Source: an optimization exercise on an open RTL-to-GDS flow (aim: small area and a short achievable clock period). Production flows keep margins and buffers that such runs may drop.
The RTL was checked by simulation tests, not by an equivalence proof against the original design.
Power figures rest on the tool's default switching activity, not on a simulated workload.

Setup of job 101:
Design cam_masked_mc, start of the top module:
module cam_masked_mc
#(
  parameter int unsigned DATA_WIDTH = 32,
  parameter int unsigned DEPTH_LOG2 = 5
) (
  input  logic                  clk,
  input  logic                  reset_n,
  input  logic                  read_i,
  input  logic [DEPTH_LOG2-1:0] read_index_i,
  input  logic                  write_i,
  input  logic [DEPTH_LOG2-1:0] write_index_i,
  input  logic [DATA_WIDTH-1:0] write_data_i,
  input  logic                  invalidate_i,
  input  logic [DEPTH_LOG2-1:0] invalidate_index_i,
  input  logic                  flush_i,
  input  logic                  search_i,
  input  logic [DATA_WIDTH-1:0] search_data_i,
  input  logic [DATA_WIDTH-1:0] search_mask_i,
  output logic                  read_valid_o,
  output logic [DATA_WIDTH-1:0] read_value_o,
  output logic                  read_hit_o,
  output logic                  search_valid_o,
  output logic                  search_hit_o,
  output logic [DEPTH_LOG2-1:0] search_index_o,
  output logic                  search_multi_o,
  output logic [DEPTH_LOG2:0]   occupancy_o
);
  localparam int unsigned ENTRIES = cam_pkg::cam_depth(DEPTH_LOG2);
  logic [DATA_WIDTH-1:0] mem [ENTRIES];
  logic [ENTRIES-1:0]    valid;
  logic [ENTRIES-1:0]    match_c;
  logic [ENTRIES-1:0]    s1_match;
  logic                  s1_valid;
  logic                  enc_hit;
  logic [DEPTH_LOG2-1:0] enc_index;
  logic                  enc_multi;
  always_ff @(posedge clk) begin
    if (write_i) mem[write_index_i] <= write_data_i;
  end
  always_ff @(posedge clk or negedge reset_n) begin
    if (!reset_n) begin
      valid <= '0;
    end else if (flush_i) begin
      valid <= '0;
    end else begin
      if (write_i)      valid[write_index_i]      <= 1'b1;
      if (invalidate_i) valid[invalidate_index_i] <= 1'b0;
    end
  end
  always_ff @(posedge clk or negedge reset_n) begin
    if (!reset_n) begin
      read_valid_o <= 1'b0;
      read_value_o <= '0;
      read_hit_o   <= 1'b0;
    end else begin
      read_valid_o <= read_i;
      if (read_i) begin
        read_value_o <= mem[read_index_i];
        read_hit_o   <= valid[read_index_i];
      end
    end
  end
  ...
Settings: LEC_CHECK=0, CAP_MARGIN=30, CORE_MARGIN=2, CORE_UTILIZATION=35, SETUP_SLACK_MARGIN=4.5, SLEW_MARGIN=30, TNS_END_PERCENT=5; clock period 7.5 ns.
run.sh (not shown) runs the stock make flow with config.mk's settings and CLKGATE_MAP_FILE= SYNTH_SCRIPT=/design/flow/synth_recipe.tcl, a recipe that flattens the netlist after the stock synthesis.
Changes in job 102 relative to job 101:
- CTS_BUF_LIST now sky130_fd_sc_hd__clkbuf_8, previously not set
## What came out
As far as cell area after placement goes, job 102 and job 101 are indistinguishable; the numbers are identical. Number of antenna violations at the first check in global routing: higher on job 102. For job 101, the start point of the critical path was search_mask_i[24], unlike job 102, where it was search_mask_i[3]. The sequential share of layout area in job 102 sits 0.76 points above the value recorded for job 101. Measured against each other, job 102 and job 101 differ in maximum frequency from static timing analysis, the lower figure coming from job 101.

* * *

The RTL this note starts from:
==> flow/design.v <==
package cam_pkg;
  localparam int unsigned CAM_DATA_WIDTH = 32;
  localparam int unsigned CAM_DEPTH_LOG2 = 5;
  localparam int unsigned DEPTH          = 2 ** CAM_DEPTH_LOG2;
  typedef logic [CAM_DEPTH_LOG2-1:0] cam_idx_t;
  typedef logic [CAM_DATA_WIDTH-1:0] cam_data_t;
  typedef logic [DEPTH-1:0]          cam_vec_t;
  typedef logic [CAM_DEPTH_LOG2:0]   cam_cnt_t;
  function automatic int unsigned cam_depth(input int unsigned depth_log2);
    cam_depth = 32'd1 << depth_log2;
  endfunction
endpackage
module cam_prio_enc #(
  parameter int unsigned DEPTH_LOG2 = 5
) (
  input  logic [(2**DEPTH_LOG2)-1:0] match,
  output logic                       hit,
  output logic [DEPTH_LOG2-1:0]      index,
  output logic                       multi
);
  localparam int unsigned ENTRIES = 2 ** DEPTH_LOG2;
  always_comb begin
    hit   = 1'b0;
    index = '0;
    multi = 1'b0;
    for (int unsigned i = 0; i < ENTRIES; i++) begin
      if (match[i]) begin
        if (hit) begin
          multi = 1'b1;
        end else begin
          hit   = 1'b1;
          index = DEPTH_LOG2'(i);
        end
      end
    end
  end
endmodule
module cam_masked_mc
#(
  parameter int unsigned DATA_WIDTH = 32,
  parameter int unsigned DEPTH_LOG2 = 5
) (
  input  logic                  clk,
  input  logic                  reset_n,
  input  logic                  read_i,
  input  logic [DEPTH_LOG2-1:0] read_index_i,
  input  logic                  write_i,
  input  logic [DEPTH_LOG2-1:0] write_index_i,
  input  logic [DATA_WIDTH-1:0] write_data_i,
  input  logic                  invalidate_i,
  input  logic [DEPTH_LOG2-1:0] invalidate_index_i,
  input  logic                  flush_i,
  input  logic                  search_i,
  input  logic [DATA_WIDTH-1:0] search_data_i,
  input  logic [DATA_WIDTH-1:0] search_mask_i,
  output logic                  read_valid_o,
  output logic [DATA_WIDTH-1:0] read_value_o,
  output logic                  read_hit_o,
  output logic                  search_valid_o,
  output logic                  search_hit_o,
  output logic [DEPTH_LOG2-1:0] search_index_o,
  output logic                  search_multi_o,
  output logic [DEPTH_LOG2:0]   occupancy_o
);
  localparam int unsigned ENTRIES = cam_pkg::cam_depth(DEPTH_LOG2);
  logic [DATA_WIDTH-1:0] mem [ENTRIES];
  logic [ENTRIES-1:0]    valid;
  logic [ENTRIES-1:0]    s1_match;
  logic                  s1_valid;
  logic                  enc_hit;
  logic [DEPTH_LOG2-1:0] enc_index;
  logic                  enc_multi;
  always_ff @(posedge clk) begin
    if (write_i) mem[write_index_i] <= write_data_i;
  end
  always_ff @(posedge clk or negedge reset_n) begin
    if (!reset_n) begin
      valid <= '0;
    end else if (flush_i) begin
      valid <= '0;
    end else begin
      if (write_i)      valid[write_index_i]      <= 1'b1;
      if (invalidate_i) valid[invalidate_index_i] <= 1'b0;
    end
  end
  always_ff @(posedge clk or negedge reset_n) begin
    if (!reset_n) begin
      read_valid_o <= 1'b0;
      read_value_o <= '0;
      read_hit_o   <= 1'b0;
    end else begin
      read_valid_o <= read_i;
      if (read_i) begin
        read_value_o <= mem[read_index_i];
        read_hit_o   <= valid[read_index_i];
      end
    end
  end
  localparam int unsigned GROUPS = 4;
  localparam int unsigned GW     = DATA_WIDTH / GROUPS;
  logic [GROUPS-1:0] grp_c [ENTRIES];
  logic [GROUPS-1:0] s1_grp [ENTRIES];
  always_comb begin
    for (int unsigned i = 0; i < ENTRIES; i++) begin
      for (int unsigned g = 0; g < GROUPS; g++)
        grp_c[i][g] = (((mem[i][g*GW +: GW] ^ search_data_i[g*GW +: GW]) &
                        search_mask_i[g*GW +: GW]) == '0);
      grp_c[i][0] = grp_c[i][0] & valid[i];
    end
  end
  always_ff @(posedge clk or negedge reset_n) begin
    if (!reset_n) s1_valid <= 1'b0;
    else          s1_valid <= search_i;
  end
  always_ff @(posedge clk) begin
    for (int unsigned i = 0; i < ENTRIES; i++)
      s1_grp[i] <= grp_c[i];
  end
  always_comb begin
    for (int unsigned i = 0; i < ENTRIES; i++)
      s1_match[i] = &s1_grp[i];
  end
  cam_prio_enc #(
    .DEPTH_LOG2(DEPTH_LOG2)
  ) u_prio_enc (
    .match(s1_match),
    .hit  (enc_hit),
    .index(enc_index),
    .multi(enc_multi)
  );
  always_ff @(posedge clk or negedge reset_n) begin
    if (!reset_n) begin
      search_valid_o <= 1'b0;
      search_hit_o   <= 1'b0;
      search_index_o <= '0;
      search_multi_o <= 1'b0;
    end else begin
      search_valid_o <= s1_valid;
      if (s1_valid) begin
        search_hit_o   <= enc_hit;
        search_index_o <= enc_index;
        search_multi_o <= enc_multi;
      end
    end
  end
  logic wr_adds, inv_removes;
  logic [DEPTH_LOG2:0] occ_inc, occ_dec;
  assign wr_adds     = write_i & ~valid[write_index_i] &
                       ~(invalidate_i & (invalidate_index_i == write_index_i));
  assign inv_removes = invalidate_i & valid[invalidate_index_i];
  always_ff @(posedge clk or negedge reset_n) begin
    if (!reset_n) begin
      occupancy_o <= '0;
      occ_inc     <= (DEPTH_LOG2+1)'(1);
      occ_dec     <= '1;
    end else if (flush_i) begin
      occupancy_o <= '0;
      occ_inc     <= (DEPTH_LOG2+1)'(1);
      occ_dec     <= '1;
    end else if (wr_adds & ~inv_removes) begin
      occupancy_o <= occ_inc;
      occ_inc     <= occ_inc + 1'b1;
      occ_dec     <= occupancy_o;
    end else if (inv_removes & ~wr_adds) begin
      occupancy_o <= occ_dec;
      occ_inc     <= occupancy_o;
      occ_dec     <= occ_dec - 1'b1;
    end
  end
endmodule
make LEC_CHECK=0 CAP_MARGIN=30 CORE_MARGIN=2 CORE_UTILIZATION=35 SETUP_SLACK_MARGIN=4.7 SLEW_MARGIN=30 TNS_END_PERCENT=5 finish   # period 7.5 ns
The first run completed without violations.
==> next run, changes <==
--- a/flow/config.mk
+++ b/flow/config.mk
@@ -9,3 +9,3 @@
 export CORE_MARGIN = 2
-export CORE_UTILIZATION = 35
+export CORE_UTILIZATION = 40
 export SETUP_SLACK_MARGIN = 4.7
=> Count of clock-buffer cells in the layout grows by 27; final area grows by 0.36%; worst setup slack improves by 0.060 ns; critical path depth shrinks by 5; maximum frequency grows by about 2%; sequential power stays flat; cell count shrinks by about 4%; total power grows by 4.7%; core utilization grows by 6.0 points; via count grows by 1.8%.

==> what the ideal ports hide <==
The results above use ideal ports. As a check the final layouts listed here were re-extracted and re-timed, cells and wires unchanged.
Step 1 assumes that a clkbuf_16 drives the clock port and a buf_2 every other input.
Step 2 times the ports against the registers' clock, not the clock port: input delays grow and output delays shrink by t, the midpoint of the rising clock arrivals with the driver on.
a / b / c = ideal / step 1 / step 2; a / b = the first two.
| run | t, ns | setup WS [ns] | latest minus earliest clock arrival (ns) | worst slew at a driven data input, ns |
|---|---|---|---|---|
| job 101 | 0.853 | 3.993 / 4.056 / 3.202 | 0.059 / 0.059 | 0.28 |
| job 102 | 1.013 | 4.066 / 4.121 / 3.108 | 0.070 / 0.070 | 0.21 |
| the first run of note 2 | 0.852 | 4.497 / 4.300 / 3.448 | 0.035 / 0.036 | 0.34 |
| the second run of note 2 | 0.879 | 4.556 / 4.327 / 3.449 | 0.027 / 0.027 | 0.43 |
After both steps setup and hold are still met in every run listed. The setup slack of the second run of note 2, which loses most, moves by -0.229 ns with the drivers and by -1.107 ns with both steps.
